Background: an optimization exercise with open tools, aiming at small area, a short achievable clock period and few clock cycles per item. Do not read the settings as production practice. Function was checked by simulation only, so behaviour that the tests miss may differ from the original.

==> flow/design.v, too long to show whole: its modules and the start of the top module <==
// module agpm_div: 67 lines
// module agpm_sum_tree: 856 lines
// module agpm_att_mul: 807 lines
// module agpm_booth_s16: 30 lines
// module agpm_booth_att: 30 lines
// module adaptive_gain_pcm_mixer: 187 lines
module adaptive_gain_pcm_mixer (
  input  logic        clk,
  input  logic        rst,
  input  logic        sample_valid,
  output logic        sample_ready,
  input  logic [15:0] sample_vocal,
  input  logic [15:0] sample_music,
  input  logic        sample_last,
  output logic        result_valid,
  input  logic        result_ready,
  output logic [15:0] result_mixed,
  output logic        result_clipped,
  output logic        result_last,
  input  logic        cfg_valid,
  output logic        cfg_ready,
  input  logic [3:0]  cfg_index,
  input  logic [15:0] cfg_wdata
);
  // ...
==> flow/run.sh <==
#!/bin/bash
# synth_recipe.tcl (not shown) runs the flow's synth.tcl, then flattens the netlist and writes it again
# the make line also repeats each setting of config.mk as NAME=value (left out here)
make -C /OpenROAD-flow-scripts/flow DESIGN_CONFIG=/design/flow/config.mk WORK_HOME=/design/flow/orfs CLKGATE_MAP_FILE= SYNTH_SCRIPT=/design/flow/synth_recipe.tcl finish
==> flow/config.mk <==
export PLATFORM = sky130hd
export DESIGN_NAME = adaptive_gain_pcm_mixer
export DESIGN_NICKNAME = adaptive_gain_pcm_mixer
export VERILOG_FILES = /design/flow/design.v
export SDC_FILE = /design/flow/constraint.sdc
export NUM_CORES = 4
export LEC_CHECK = 0
export ABC_AREA = 1
export CAP_MARGIN = 20
export CORE_MARGIN = 2
export CORE_UTILIZATION = 55
export SETUP_SLACK_MARGIN = 4.5
export SLEW_MARGIN = 20
export TNS_END_PERCENT = 5
==> flow/constraint.sdc <==
create_clock -name core_clock -period 10.0 [get_ports {clk}]
set_input_delay 2.0000 -clock core_clock [delete_from_list [all_inputs] [get_ports {clk}]]
set_output_delay 2.0000 -clock core_clock [all_outputs]
set_load 0.01 [all_outputs]
==> parameters.txt, run 1 <==
Parameter                              Value

Synth
  Multiplexer area fraction after synthesis ... 0.103%
  Share of flip-flops with an asynchronous set or reset after synthesis ... 0%
  Complex-gate fraction of the synthesized area ... a little over an eighth
  Synth cell count leaders ... inv_1, nand2_1, xor2_1
  Cell types occupying the most area after synthesis ... fa_1, edfxtp_1, xor2_1
  Adder and majority cell fraction of the synthesized area ... 28.4%
  Cell type with the largest total area after synthesis ... fa_1
  Yosys reg bits ... 296
  Share of synthesized cell area in and, or, nand and nor gates ... 14.4%

Setup path
  Endpoint of the most critical register-to-register path ... s2_ra[18]
  Slowest CP cell ... clkdlybuf4s50_1
  Cell family with the largest share of critical-path delay ... buffers and inverters
  Buf/Inv on CP ... 4

Drt
  Detail Route met3 WL ... 11100 µm
  Final antenna-violating net count ... 0
  Highest routed metal layer ... met5
  Met2 WL post-DR ... 70300 µm
  Pre-antenna DRT Iters ... 6

Cells and area
  Fraction of standard cell area in multi-input logic ... between 60 and 70%
  Fraction of standard cell area that is sequential ... 15.6%
  Final cell count without fillers ... just under 7000
  Layout Area Growth over Synthesis ... 14.8%
  Fin area ... about 50000 µm²
  Leading cell types in the layout, fill and taps excluded ... inv_1, nand2_1, xor2_1
  Biggest Area Class ... multi-input combinational cells

CTS
  Setup Fix Bufs, Post-CTS ... 93
  Maximum level of the CTS H-tree ... 2
  Number of resized instances in the post-cts repair step ... between 150 and 200

STA
  Unrepaired setup endpoints after global routing ... true

Placement
  Dpl hpwl ... 109000 µm
  Final weighted congestion in routability-driven placement ... 1.03

Outcome
  Result of the run ... finished clean

Global routing
  Number of global-route vias before repair ... approximately 38000
Testbench counts, summed over its fixed seeds: cycles 3,072, items 2,048.
==> run 2, diff against run 1 <==
--- a/flow/config.mk
+++ b/flow/config.mk
@@ -9,6 +9,6 @@
 export CAP_MARGIN = 20
 export CORE_MARGIN = 2
 export CORE_UTILIZATION = 55
-export SETUP_SLACK_MARGIN = 4.5
+export SETUP_SLACK_MARGIN = 4.0
 export SLEW_MARGIN = 20
 export TNS_END_PERCENT = 5
==> run 2 against run 1 <==
Effect of this change:
- global-route usage shrank 0.43 points
- hold slack improved by 0.0059 ns
- wire length is 2.3% lower
- register-to-register slack got worse by 0.29 ns
- worst setup slack worse by 0.26 ns
- sequential share of layout area rose by 0.82 points
- critical path type unchanged
- critical endpoint unchanged
==> parameters.txt, run 2 <==
Parameter                              Value

STA
  Final setup violation count ... 0 (unchanged)
  Worst slew margin relative to its limit ... 29.8% (was 28.6%)
  Fin Clk Skew ... 0.0463 ns (was 0.0369 ns)
  Count of endpoints failing hold in the final timing report ... 0 (unchanged)
  Number of slew-limit violations in the final report ... 0 (unchanged)
  Worst Slack Setup Final ... 4.05 ns (was 4.31 ns)
  Final min period ... 5.95 ns (was 5.69 ns)
  Unrepaired setup endpoints after global routing ... true (unchanged)
  Final setup TNS ... 0 ns (unchanged)
  Max Freq ... 168 MHz (was 176 MHz)
  Final Cycle Share ... 59.5% (was 56.9%)
  Measured slew at the worst slew-check pin ... 1.05 ns (was 1.07 ns)

Setup path
  Cells on worst reg2reg path ... 26 (was 11)
  Worst-path cell chain ... clkdlybuf4s50_1 > nor2_2 > nor3_2 > buf_6 > nor2_2 > inv_1 > nor2_1 > nand2_2 > clkdlybuf4s50_1 (was clkdlybuf4s50_1 > nor2_2 > nor3_2 > buf_12 > nor2_4 > inv_1 > nor2_1 > nand2_2 > dlygate4sd2_1)
  Worst setup endpoint ... sample_ready (unchanged)
  Slowest CP cell ... clkdlybuf4s50_1 (unchanged)
  Source of the critical timing path ... result_ready (unchanged)
  Buf/Inv on CP ... 4 (unchanged)
  CP endpoint kind ... output port (unchanged)
  Critical path fanouts, max ... 30 (unchanged)
  Arrival time of the worst setup path ... 3.95 ns (was 3.69 ns)
  Cell family with the largest share of critical-path delay ... buffers and inverters (unchanged)
  Endpoint of the most critical register-to-register path ... u_div.busy (was s2_ra[18])
  Startpoint of the worst register-to-register path ... s3_x[23] (was s1_music_c[12])
  R2R Setup Slk ... 4.18 ns (was 4.47 ns)
  Crit path launch type ... input pin (unchanged)
  Largest incremental delay on the critical path ... 0.51 ns (was 0.42 ns)
  Critical path depth in cells ... 9 (unchanged)
  Critical path class ... input pin to output port (unchanged)
  Required time reported for the critical path endpoint ... 8.00 ns (about the same)

Drt
  Pre-antenna DRT Iters ... 6 (unchanged)
  Detail Route met3 WL ... 10100 µm (was 11100 µm)
  Met2 WL post-DR ... 68500 µm (was 70300 µm)
  DRC Markers ... 0 (unchanged)
  Highest routed metal layer ... met4 (was met5)
  Total via count in the routed design ... 38300 (was 38800)
  Routed Wire Length ... 144000 µm (was 147000 µm)
  Routed wire length per instance ... 21.5 µm (was 21.8 µm)
  Final antenna-violating net count ... 0 (unchanged)
  DRC violation total after the first TritonRoute iteration ... 3312 (was 3779)
  Via density per instance ... 5.72 (was 5.75)
  Detailed-route wire length on metal 1 ... 56300 µm (about the same)

Floorplanning
  Number of ports placed on the die boundary ... 79 (unchanged)
  Area inside the core boundary ... 78900 µm² (unchanged)
  Die outline width ... 286 µm (unchanged)
  Initial Utilization ... 55.4% (unchanged)
  Height of the die ... 286 µm (unchanged)
  Standard-cell row count ... 103 (unchanged)
  Die footprint ... 81700 µm² (unchanged)

CTS
  CTS Root Cell ... clkbuf_16 (unchanged)
  Number of CTS-inserted buffers ... 36 (was 37)
  Reg clk slew, reported paths ... 0.06 ns (about the same)
  Maximum level of the CTS H-tree ... 2 (unchanged)
  Clock latency reported for the late side of the worst-skew pair ... 0.60 ns (was 0.59 ns)
  Buffer levels on the longest clock path ... 3 (unchanged)
  Clock tree from TritonCTS ... done (unchanged)
  CTS sink count ... 296 (unchanged)

Synth
  Yosys reg bits ... 296 (unchanged)
  Synth cell count leaders ... inv_1, nand2_1, xor2_1 (unchanged)
  Post-synthesis cell type count ... 64 (unchanged)
  Post-synthesis sequential area ratio ... 17.9% (unchanged)
  Number of flops mapped to enable cells by yosys ... 190 (unchanged)
  Dominant register cell in the synthesized netlist ... edfxtp_1 (unchanged)
  Synthesis Warnings ... 2 (unchanged)
  Cell types occupying the most area after synthesis ... fa_1, edfxtp_1, xor2_1 (unchanged)
  Synth Cell Area ... 43700 µm² (unchanged)
  Cells after synthesis ... 5618 (unchanged)
  Area share of the leading cell type in the synthesized netlist ... 20.7% (unchanged)
  Share of flip-flops with an asynchronous set or reset after synthesis ... 0% (unchanged)
  Most instantiated library cell after synthesis ... inv_1 (unchanged)
  Post-synthesis area per instance ... 7.78 µm² (unchanged)
  Syn_nets ... 6396 (unchanged)
  Cell type with the largest total area after synthesis ... fa_1 (unchanged)

Cells and area
  Final Net Count ... 6383 (was 6445)
  Leading cell types in the layout, fill and taps excluded ... inv_1, nand2_1, xor2_1 (unchanged)
  Proportion of layout cells with a drive suffix above 1 ... 6.28% (was 11.9%)
  Utilization after layout ... 60.4% (was 63.6%)
  Commonest non-fill, non-tap cell in the layout ... inv_1 (unchanged)
  Fillers ... 7421 (was 7048)
  Top flop regs ... s2_ra (33), s2_rb (33), s3_x (32) (unchanged)
  Layout Area Growth over Synthesis ... 8.95% (was 14.8%)

Placement
  Final weighted congestion in routability-driven placement ... 1.01 (was 1.03)
  Dpl hpwl ... 110000 µm (was 109000 µm)
  Count of buffers inserted at the top-level ports ... 77 (unchanged)
  Worst Setup Slack post-DPL ... 3.83 ns (was 3.82 ns)

Hold path
  Min-Delay Path Class ... register to register (unchanged)

Global routing
  Global-route wire length before repair ... 220000 µm (was 223000 µm)
  Pin count of the biggest net entering global routing ... 68 (unchanged)
  Global route overflow ... 0 (unchanged)
  Number of antenna violations at the first check in global routing ... 1 (was 2)
  Overall Global Routing Usage ... 35.1% (was 35.5%)
  Number of global-route vias before repair ... 37100 (was 37700)

Outcome
  Result of the run ... finished clean (unchanged)

Job
  Max cap viols ... 0 (unchanged)
==> run 2: worst min path at each step <==
stage	slack (ns)	from	end	depth (start not counted)
2_1_floorplan	0.40	s3_last	out_last	0
3_3_place_gp	0.40	s1_last	s2_last	0
3_5_place_dp	0.42	s1_last	s2_last	0
4_1_cts	0.43	s1_last	s2_last	0
5_1_grt	0.44	s1_last	s2_last	0
6_report	0.43	s1_last	s2_last	0
==> run 2: kinds of logic (layout without fill, tap and decap cells) <==
group | count (synthesis) | count (layout) | synth area share (%)
AND/OR/NAND/NOR | 1519 | 1519 | 14.4
flip-flops | 296 | 296 | 17.9
multiplexers | 4 | 4 | 0.103
other | 1 | 3 | 0.00858
XOR/XNOR | 675 | 675 | 13.6
buffers and inverters | 1393 | 1408 | 12.0
adder cells (fa/ha/maj) | 720 | 720 | 28.4
AO/OA/AOI/OAI | 1010 | 1010 | 13.6
==> run 2: worst reg2reg max path, delay by kind of cell (launching register included) <==
| kind | cells | cell delay, ns |
|---|---|---|
| AND/OR/NAND/NOR | 14 | 1.72 |
| flip-flops | 1 | 0.52 |
| adder cells (fa/ha/maj) | 5 | 2.42 |
| XOR/XNOR | 1 | 0.22 |
| buffers and inverters | 4 | 0.55 |
| AO/OA/AOI/OAI | 2 | 0.23 |
==> run 2: cell type report <==
class / count / area, µm² / area share, %
clock inverter: 25 / 249 / 0.523
sequential: 296 / 7840 / 16.5
multi-input combinational: 3929 / 30900 / 64.8
inverter: 1140 / 4410 / 9.26
tap: 1050 / 1310 / 2.76
timing repair inverter: 3 / 22.5 / 0.0473
timing repair buffer: 199 / 2010 / 4.22
clock buffer: 41 / 920 / 1.93
antenna: 2 / 5.00 / 0.0105
==> run 2: layer usage <==
layer	track usage (%)	vias up
li1	-	17900
met4	18.7	0
met2	58.7	1634
met3	4.24	383
met5	0	-
met1	44.5	18400
==> run 2: timing repair <==
action,CTS,global route
pin swaps,0,9
endpoints found under the setup margin,7,36
setup buffers,0,83
cloned,0,3
hold buffers,0,0
resized for setup,1,124
hold endpoints to repair,0,0
==> run 2: through the flow <==
step | cells | hold slack, ns | instance area (µm²)
floorplan | 5618 | 0.400 | 43700
global placement | 6531 | 0.402 | 45100
detailed placement | 6531 | 0.415 | 45100
CTS | 6597 | 0.429 | 46300
global route | 6683 | 0.440 | 47600
finish | 6685 | 0.427 | 47600

separate check: timing with driven ports:
The flow's constraints put no driver on any port. The routed layouts listed below were extracted and timed again, unchanged, in two steps.
Step 1: set_driving_cell puts a clkbuf_16 on clk and a buf_2 on each other input, an assumption about the parent block.
Step 2 times the ports against the registers' clock, not the clock port: input delays grow and output delays shrink by t, the midpoint of the rising clock arrivals with the driver on.
a / b / c = no drivers / after step 1 / after step 2; a / b = the first two.
run | t (ns) | setup slack, ns | hold WS [ns] | worst setup path at the end
run 1 | 0.645 | 4.308 / 4.286 / 4.286 | 0.421 / 0.421 / 0.421 | input to output
run 2 | 0.653 | 4.048 / 4.025 / 4.025 | 0.427 / 0.427 / 0.427 | input to output
After both steps every run listed still meets setup and hold. The setup slack of run 2, which loses most, moves by -0.023 ns with the drivers and by -0.023 ns with both steps.
